Background: an optimization exercise with open tools, aiming at small area and a short achievable clock period. Do not read the settings as production practice.
The RTL was checked by simulation tests, not by an equivalence proof against the original design.
No activity file was given, so power comes from the tool's default toggle rates.

## alpha
## ram_2port_bist
module ram_2port_bist #(
    parameter int DATA_W = 8,
    parameter int ADDR_W = 8,
    parameter int RD_LAT = 1
) (
    input  logic              clk,
    input  logic              rst_n,
    input  logic              start,
    input  logic [1:0]        mode,
    input  logic              err_inj,
    output logic              busy,
    output logic              done,
    output logic              pass,
    output logic [ADDR_W:0]   err_cnt,
    output logic [ADDR_W-1:0] first_err_addr,
    input  logic              wr_en,
    input  logic [ADDR_W-1:0] wr_addr,
    input  logic [DATA_W-1:0] wr_data,
    input  logic [ADDR_W-1:0] rd_addr,
    output logic [DATA_W-1:0] rd_data
);
    localparam int DEPTH = 2 ** ADDR_W;
    typedef enum logic [2:0] {
        S_IDLE,
        S_WRITE,
        S_READ,
        S_FLUSH,
        S_DONE
    } state_t;
    state_t              state;
    state_t              state_nxt;
    logic                busy_q;
    logic                busy_nxt;
    logic [7:0]          addr;
    logic [1:0]          mode_q;
    logic                inj_q;
  ...
==> flow/config.mk <==
export PLATFORM = sky130hd
export DESIGN_NAME = ram_2port_bist
export DESIGN_NICKNAME = ram_2port_bist
export VERILOG_FILES = /design/flow/design.v
export SDC_FILE = /design/flow/constraint.sdc
export NUM_CORES = 4
export LEC_CHECK = 0
export CAP_MARGIN = 20
export CORE_MARGIN = 2
export CORE_UTILIZATION = 40
export CTS_BUF_LIST = sky130_fd_sc_hd__clkbuf_8
export CTS_CLUSTER_DIAMETER = 50
export CTS_CLUSTER_SIZE = 12
export SETUP_SLACK_MARGIN = 3.9
export SLEW_MARGIN = 20
export SYNTH_HIERARCHICAL = 1
export SYNTH_MINIMUM_KEEP_SIZE = 0
==> flow/constraint.sdc <==
create_clock -name core_clock -period 6.5 [get_ports {clk}]
set_input_delay 1.3000 -clock core_clock [delete_from_list [all_inputs] [get_ports {clk}]]
set_output_delay 1.3000 -clock core_clock [all_outputs]
set_load 0.01 [all_outputs]
standard.sh (not shown) runs the stock make flow with config.mk's settings and CLKGATE_MAP_FILE= SYNTH_SCRIPT=/design/flow/synth_recipe.tcl, a recipe that flattens the netlist after the stock synthesis.
==> flow/flow/run.sh <==
#!/bin/bash
# The standard layout, except that the port buffers are made from a plain
# buffer cell (buf_4) rather than the cell buffer_ports picks on its own,
# and clock tree synthesis adds no dummy loads. make's full output goes to
# flow.log here; each ORFS step also keeps its own log under orfs/logs/.
set -euo pipefail
export BUFFER_PORTS_ARGS="-buffer_cell sky130_fd_sc_hd__buf_4"
export CTS_ARGS="-sink_clustering_enable -repair_clock_nets -sink_clustering_size 12 -sink_clustering_max_diameter 50 -buf_list sky130_fd_sc_hd__clkbuf_8 -dont_use_dummy_load"
bash standard.sh finish > flow.log 2>&1
alpha did not stop at any stage, and its layout met the timing, design-rule and antenna checks.
diff inputs: alpha => beta
--- a/flow/config.mk
+++ b/flow/config.mk
@@ -12,5 +12,5 @@
 export CTS_CLUSTER_DIAMETER = 50
 export CTS_CLUSTER_SIZE = 12
-export SETUP_SLACK_MARGIN = 3.9
+export SETUP_SLACK_MARGIN = 3.8
 export SLEW_MARGIN = 20
 export SYNTH_HIERARCHICAL = 1
## What came out
Across both runs, critical path depth was lower for beta than for alpha.
Aggregate global-route resource usage ends up higher on alpha.
Comparing beta and alpha, quantity of gates resized following cts is lower on beta.
beta: PASS, flow complete, no timing, DRC or antenna violations
For beta, the capture point of the worst path was rd_data[1], unlike alpha, where it was q[1]$_DFF_P_.
Final core utilization for beta is lower than for alpha.

* * *

Another version of the RTL of ram_2port_bist (not shown whole).
Size in the first run: roughly 4,900 cells after synthesis, ~2,200 flip-flops, about 79,000 sq um of cells after synthesis.
==> flow/config.mk <==
export PLATFORM = sky130hd
export DESIGN_NAME = ram_2port_bist
export DESIGN_NICKNAME = ram_2port_bist
export VERILOG_FILES = /design/flow/design.v
export SDC_FILE = /design/flow/constraint.sdc
export NUM_CORES = 4
export LEC_CHECK = 0
export CAP_MARGIN = 20
export CORE_MARGIN = 2
export CORE_UTILIZATION = 40
export CTS_BUF_LIST = sky130_fd_sc_hd__clkbuf_8
export CTS_CLUSTER_DIAMETER = 50
export CTS_CLUSTER_SIZE = 12
export SETUP_SLACK_MARGIN = 3.6
export SLEW_MARGIN = 20
export SYNTH_HIERARCHICAL = 1
export SYNTH_MINIMUM_KEEP_SIZE = 0
==> flow/constraint.sdc <==
create_clock -name core_clock -period 6.5 [get_ports {clk}]
set_input_delay 1.3000 -clock core_clock [delete_from_list [all_inputs] [get_ports {clk}]]
set_output_delay 1.3000 -clock core_clock [all_outputs]
set_load 0.01 [all_outputs]
==> flow/flow/run.sh <==
#!/bin/bash
# The standard layout, except that the port buffers are made from a plain
# buffer cell (buf_4) rather than the cell buffer_ports picks on its own,
# and clock tree synthesis adds no dummy loads. make's full output goes to
# flow.log here; each ORFS step also keeps its own log under orfs/logs/.
set -euo pipefail
export BUFFER_PORTS_ARGS="-buffer_cell sky130_fd_sc_hd__buf_4"
export CTS_ARGS="-sink_clustering_enable -repair_clock_nets -sink_clustering_size 10 -sink_clustering_max_diameter 40 -buf_list {sky130_fd_sc_hd__clkbuf_4 sky130_fd_sc_hd__clkbuf_8} -dont_use_dummy_load"
bash standard.sh finish > flow.log 2>&1
The starting point finished clean.
Rerun with:
==> flow/flow/run.sh (replaced) <==
#!/bin/bash
# The standard layout, except that the port buffers are made from a plain
# buffer cell (buf_4) rather than the cell buffer_ports picks on its own,
# and timing repair may resize a cell to one of a different width (the
# platform otherwise keeps each cell's footprint when resizing).
# make's full output goes to flow.log here; each ORFS step also keeps its
# own log under orfs/logs/.
set -euo pipefail
export BUFFER_PORTS_ARGS="-buffer_cell sky130_fd_sc_hd__buf_4"
bash standard.sh MATCH_CELL_FOOTPRINT=0 finish > flow.log 2>&1
Die area does not change.
Power drops by 2.8%.
Final area drops by about 1.2%.
Non-clock buffer count drops by 21.
Setup slack is worse by 0.0044 ns.
Via count drops by about 1.3%.
Utilization drops by 0.54 points.
Critical path depth climbs by 1.
Rerun with:
==> flow/flow/run.sh (replaced) <==
#!/bin/bash
# The standard layout, except that the port buffers are made from a plain
# buffer cell (buf_4) rather than the cell buffer_ports picks on its own.
# make's full output goes to flow.log here; each ORFS step also keeps its
# own log under orfs/logs/.
set -euo pipefail
export BUFFER_PORTS_ARGS="-buffer_cell sky130_fd_sc_hd__buf_4"
bash standard.sh finish > flow.log 2>&1
Settings changed: SETUP_SLACK_MARGIN 3.6 to 3.8.
Effect:
- clock power goes up by about 0.9%
- via count increases by 0.52%
- core utilization went up by 0.31 points
- register-to-register slack loses 0.16 ns

* * *

Setup of run A:
ram_2port_bist, a different RTL version from the one above (not shown whole).
Size: about 0.078 mm² of cells after synthesis.
clock: 6.5 ns
lec_check: 0
cap_margin: 20
core_margin: 2
core_utilization: 40
cts_buf_list: sky130_fd_sc_hd__clkbuf_8
cts_cluster_diameter: 50
cts_cluster_size: 12
setup_slack_margin: 3.3
slew_margin: 20
synth_hierarchical: 1
synth_minimum_keep_size: 0
run.sh (not shown) runs the stock make flow with config.mk's settings and CLKGATE_MAP_FILE= SYNTH_SCRIPT=/design/flow/synth_recipe.tcl, a recipe that flattens the netlist after the stock synthesis.
Stock flow here: none of the scripts above is used.
> inputs changed (run A -> run B)
# run A
export LEC_CHECK = 0
export CAP_MARGIN = 20
export CORE_MARGIN = 2
export CORE_UTILIZATION = 40
export CTS_BUF_LIST = sky130_fd_sc_hd__clkbuf_8
export CTS_CLUSTER_DIAMETER = 50
export CTS_CLUSTER_SIZE = 12
export SETUP_SLACK_MARGIN = 3.3
export SLEW_MARGIN = 20
export SYNTH_HIERARCHICAL = 1
export SYNTH_MINIMUM_KEEP_SIZE = 0
create_clock -name core_clock -period 6.5 [get_ports {clk}]
# run B
export LEC_CHECK = 0
export CAP_MARGIN = 20
export CORE_MARGIN = 2
export CORE_UTILIZATION = 40
export CTS_BUF_LIST = sky130_fd_sc_hd__clkbuf_8
export CTS_CLUSTER_DIAMETER = 50
export CTS_CLUSTER_SIZE = 12
export SETUP_SLACK_MARGIN = 3.6
export SLEW_MARGIN = 20
export SYNTH_HIERARCHICAL = 1
export SYNTH_MINIMUM_KEEP_SIZE = 0
create_clock -name core_clock -period 6.5 [get_ports {clk}]
==> flow/flow/run.sh (new file) <==
#!/bin/bash
# The standard layout, except that the port buffers are made from a plain
# buffer cell (buf_4) rather than the cell buffer_ports picks on its own.
# make's full output goes to flow.log here; each ORFS step also keeps its
# own log under orfs/logs/.
set -euo pipefail
export BUFFER_PORTS_ARGS="-buffer_cell sky130_fd_sc_hd__buf_4"
bash standard.sh finish > flow.log 2>&1
==> flow/standard.sh (new file) <==
#!/bin/bash
# synth_recipe.tcl (not shown) runs the flow's synth.tcl, then flattens the netlist and writes it again
# the make line also repeats each setting of config.mk as NAME=value (left out here)
make -C /OpenROAD-flow-scripts/flow DESIGN_CONFIG=/design/flow/config.mk WORK_HOME=/design/flow/orfs CLKGATE_MAP_FILE= SYNTH_SCRIPT=/design/flow/synth_recipe.tcl "${@:-finish}"
removed: flow/run.sh
Results
- Changes observed in run B relative to run A: part of the total power dissipated in sequential elements has decreased, first-iteration DRC count has increased, final critical path time including I/O delays and setup has decreased, largest stage delay on the critical path has decreased.
- Going from run A to run B, cell-internal power grew by a few percent.
- Going from run A to run B, non-clock buffer count has increased; number of multi-input logic gates has increased; worst hold slack has increased; number of buffers created by CTS has increased.
- The final reports for run B and run A show global-route usage higher in the former.
The inputs of run C differ from those of run B as listed below.
# run B
export LEC_CHECK = 0
export CAP_MARGIN = 20
export CORE_MARGIN = 2
export CORE_UTILIZATION = 40
export CTS_BUF_LIST = sky130_fd_sc_hd__clkbuf_8
export CTS_CLUSTER_DIAMETER = 50
export CTS_CLUSTER_SIZE = 12
export SETUP_SLACK_MARGIN = 3.6
export SLEW_MARGIN = 20
export SYNTH_HIERARCHICAL = 1
export SYNTH_MINIMUM_KEEP_SIZE = 0
create_clock -name core_clock -period 6.5 [get_ports {clk}]
# run C
export LEC_CHECK = 0
export CAP_MARGIN = 20
export CORE_MARGIN = 2
export CORE_UTILIZATION = 40
export CTS_BUF_LIST = sky130_fd_sc_hd__clkbuf_8
export CTS_CLUSTER_DIAMETER = 50
export CTS_CLUSTER_SIZE = 12
export SETUP_SLACK_MARGIN = 3.3
export SLEW_MARGIN = 20
export SYNTH_HIERARCHICAL = 1
export SYNTH_MINIMUM_KEEP_SIZE = 0
create_clock -name core_clock -period 6.5 [get_ports {clk}]
==> comparison <==
In run C the final cell count turned out about 0.4% lower than in run B. Re area of combinational cells with multiple inputs: run C and run B aren't equal, and the higher value belongs to run B. Relative to run B, proportion of power drawn by flip-flops and latches has increased by 2.4 points in run C. Total chip power delta for run C relative to run B: 4.3% lower.
Setup changes, run C to run D
# run C
export LEC_CHECK = 0
export CAP_MARGIN = 20
export CORE_MARGIN = 2
export CORE_UTILIZATION = 40
export CTS_BUF_LIST = sky130_fd_sc_hd__clkbuf_8
export CTS_CLUSTER_DIAMETER = 50
export CTS_CLUSTER_SIZE = 12
export SETUP_SLACK_MARGIN = 3.3
export SLEW_MARGIN = 20
export SYNTH_HIERARCHICAL = 1
export SYNTH_MINIMUM_KEEP_SIZE = 0
create_clock -name core_clock -period 6.5 [get_ports {clk}]
# run D
export LEC_CHECK = 0
export CAP_MARGIN = 20
export CORE_MARGIN = 2
export CORE_UTILIZATION = 40
export CTS_BUF_LIST = sky130_fd_sc_hd__clkbuf_8
export CTS_CLUSTER_DIAMETER = 50
export CTS_CLUSTER_SIZE = 12
export SETUP_SLACK_MARGIN = 3.6
export SLEW_MARGIN = 20
export SYNTH_HIERARCHICAL = 1
export SYNTH_MINIMUM_KEEP_SIZE = 0
create_clock -name core_clock -period 6.5 [get_ports {clk}]
==> flow/run.sh (new file) <==
#!/bin/bash
# synth_recipe.tcl (not shown) runs the flow's synth.tcl, then flattens the netlist and writes it again
# the make line also repeats each setting of config.mk as NAME=value (left out here)
make -C /OpenROAD-flow-scripts/flow DESIGN_CONFIG=/design/flow/config.mk WORK_HOME=/design/flow/orfs CLKGATE_MAP_FILE= SYNTH_SCRIPT=/design/flow/synth_recipe.tcl finish
removed: flow/flow/run.sh
removed: flow/standard.sh
--- outcome ---
Run C has lower non-clock buffer instance count of the final layout than run D. Iteration-0 DRC count of the detailed router is lower on run C. Slowest library cell on the worst path: nand4_1 -> run C, a21o_4 -> run D. In the tables for run C and run D, clock skew reads lower with run C. Compare run C and run D | power lower: run C. Run D: end-of-flow core utilization is 3.0 points higher than what run C reported. Number of failing hold endpoints at the final stage came out exactly the same in run C and run D. Across both runs, final period utilization was lower for run D than for run C. Run D vs. run C: sequential share of layout area went down by 4.5 points.

* * *

Setup of try-indigo:
ram_2port_bist, a different RTL version from the one above (not shown whole).
Size: about 59 I/O pins, about 79,000 um2 of cells after synthesis.
Settings: LEC_CHECK=0, CAP_MARGIN=20, CORE_MARGIN=2, CORE_UTILIZATION=40, CTS_BUF_LIST=sky130_fd_sc_hd__clkbuf_8, CTS_CLUSTER_DIAMETER=50, CTS_CLUSTER_SIZE=12, PLACE_DENSITY=0.7, SETUP_SLACK_MARGIN=3.6, SLEW_MARGIN=20, SYNTH_HIERARCHICAL=1, SYNTH_MINIMUM_KEEP_SIZE=0; clock period 6.5 ns.
standard.sh (not shown) runs the stock make flow with config.mk's settings and CLKGATE_MAP_FILE= SYNTH_SCRIPT=/design/flow/synth_recipe.tcl, a recipe that flattens the netlist after the stock synthesis.
==> flow/flow/run.sh <==
#!/bin/bash
# The standard layout, except that the port buffers are made from a plain
# buffer cell (buf_4) rather than the cell buffer_ports picks on its own,
# and clock tree synthesis adds no dummy loads. make's full output goes to
# flow.log here; each ORFS step also keeps its own log under orfs/logs/.
set -euo pipefail
export BUFFER_PORTS_ARGS="-buffer_cell sky130_fd_sc_hd__buf_4"
export CTS_ARGS="-sink_clustering_enable -repair_clock_nets -sink_clustering_size 12 -sink_clustering_max_diameter 50 -buf_list sky130_fd_sc_hd__clkbuf_8 -dont_use_dummy_load"
bash standard.sh finish > flow.log 2>&1
try-indigo reached the final stage; the timing, design-rule and antenna checks on its layout passed.
Edits applied to the flow inputs when going from try-indigo to try-yarrow:
- PLACE_DENSITY removed (was 0.7)
- Between try-indigo and try-yarrow, the flow reports final wirelength increasing by a few percent.
- try-indigo and try-yarrow ended up with roughly the same maximum single-stage delay on the critical path.
- Delta (try-yarrow minus try-indigo): area of combinational cells with multiple inputs fell about 3%; net switching component of the power increased by 0.51% relative to the old numbers; via total after detailed routing now sits lower.
#### Input delta (try-garnet over try-yarrow)
- a change of CORE_UTILIZATION from 40 to 50
Notes after the runs:
When the final numbers for try-garnet and try-yarrow were put side by side, the core area turned out to be greater in try-yarrow.
Taking try-yarrow as the reference, in try-garnet register share of total power now sits higher, largest stage delay on the critical path now sits lower.
try-garnet has post-route worst hold slack above what try-yarrow had.
try-garnet reports a lower via count of the first global-routing pass than try-yarrow does.
Cmp try-garnet and try-yarrow / number of cells in the design after placement / higher: try-yarrow
Input-level comparison between try-willow and try-garnet:
- CORE_UTILIZATION: 50 -> 40
==> flow/flow/run.sh <==
#!/bin/bash
# The standard layout, except that the port buffers are made from a plain
# buffer cell (buf_4) rather than the cell buffer_ports picks on its own.
# make's full output goes to flow.log here; each ORFS step also keeps its
# own log under orfs/logs/.
set -euo pipefail
export BUFFER_PORTS_ARGS="-buffer_cell sky130_fd_sc_hd__buf_4"
bash standard.sh finish > flow.log 2>&1
Findings:
- try-willow: done, clean on timing, DRC and antenna
- try-garnet was carried through to the last stage, and its layout satisfied the timing, design-rule and antenna checks.
- In try-willow relative to try-garnet, weighted congestion reported at the end of routability-driven placement had gone up slightly.
- Compared with try-garnet, try-willow shows a number of signal-net buffers in the layout that is 0.94% higher.
- Area of the placeable core delta (try-willow − try-garnet): unfavourable
- From try-garnet to try-willow, antenna violation net count after detailed routing did not move at all.
- Compared with try-garnet, try-willow shows worst-case register-to-register setup slack lower by 0.02 ns.
- try-willow vs. try-garnet: final instance count without filler cells went up; global routing usage on met3 saw a decrease.
- Against try-garnet, try-willow reports a clock power that is higher.
For try-nickel, these inputs were changed with respect to try-willow:
- a change of SETUP_SLACK_MARGIN from 3.6 to 3.8
==> flow/flow/run.sh <==
#!/bin/bash
# The standard layout, except that the port buffers are made from a plain
# buffer cell (buf_4) rather than the cell buffer_ports picks on its own,
# and clock tree synthesis adds no dummy loads. make's full output goes to
# flow.log here; each ORFS step also keeps its own log under orfs/logs/.
set -euo pipefail
export BUFFER_PORTS_ARGS="-buffer_cell sky130_fd_sc_hd__buf_4"
export CTS_ARGS="-sink_clustering_enable -repair_clock_nets -sink_clustering_size 12 -sink_clustering_max_diameter 50 -buf_list sky130_fd_sc_hd__clkbuf_8 -dont_use_dummy_load"
bash standard.sh finish > flow.log 2>&1
Notes after the runs:
Between try-willow and try-nickel, the stage delay of the slowest cell on the critical path is lower for try-nickel. Total internal power of try-nickel is on par with try-willow. try-nickel finished end to end and its layout was clean on timing, DRC and antenna. Per the comparison of try-nickel with try-willow, standard cell area after detailed placement has increased, worst setup slack +0.10 ns, total power rose 0.28 mW, switching share of total power saw an increase.

-- port drivers added, routing unchanged --
No port has a modelled driver above. Below, the same layouts with a new extraction and two added sets of constraints.
Step 1: set_driving_cell puts a clkbuf_16 on clk and a buf_2 on each other input, an assumption about the parent block.
Step 2 moves the port delays by t, midway between the first and last clock arrival at a register: inputs arrive t later, outputs are due t later. That takes back most of the time a late clock gives input paths.
a / b / c = no drivers / after step 1 / after step 2; a / b = the first two.
run	shift t [ns]	slack for setup (ns)	worst setup path after step 2	worst slew at a driven data input, ns
alpha	0.960	3.505 / 3.548 / 2.588	input to register	0.07
beta	1.048	3.638 / 3.553 / 2.505	input to register	0.28
the first run of note 2	1.095	3.343 / 3.343 / 2.328	input to register	0.06
the second run of note 2	1.062	3.338 / 3.375 / 2.322	input to register	0.05
the third run of note 2	1.058	3.208 / 3.208 / 2.249	input to register	0.07
run A	1.039	3.139 / 3.123 / 2.084	input to register	0.09
run B	1.035	3.181 / 3.100 / 2.065	input to register	0.34
run C	1.056	3.188 / 3.203 / 2.147	input to register	0.14
run D	1.044	3.390 / 3.305 / 2.260	input to register	0.23
try-indigo	0.968	3.444 / 3.491 / 2.523	input to register	0.07
try-yarrow	1.014	3.484 / 3.512 / 2.509	input to register	0.07
try-garnet	0.974	3.426 / 3.479 / 2.505	input to register	0.06
try-willow	1.052	3.424 / 3.465 / 2.413	input to register	0.06
try-nickel	1.039	3.524 / 3.563 / 2.543	input to register	0.08
After both steps every run listed still meets setup and hold. For beta, which loses most, drivers alone change the setup slack by -0.085 ns; drivers and shift together by -1.133 ns.
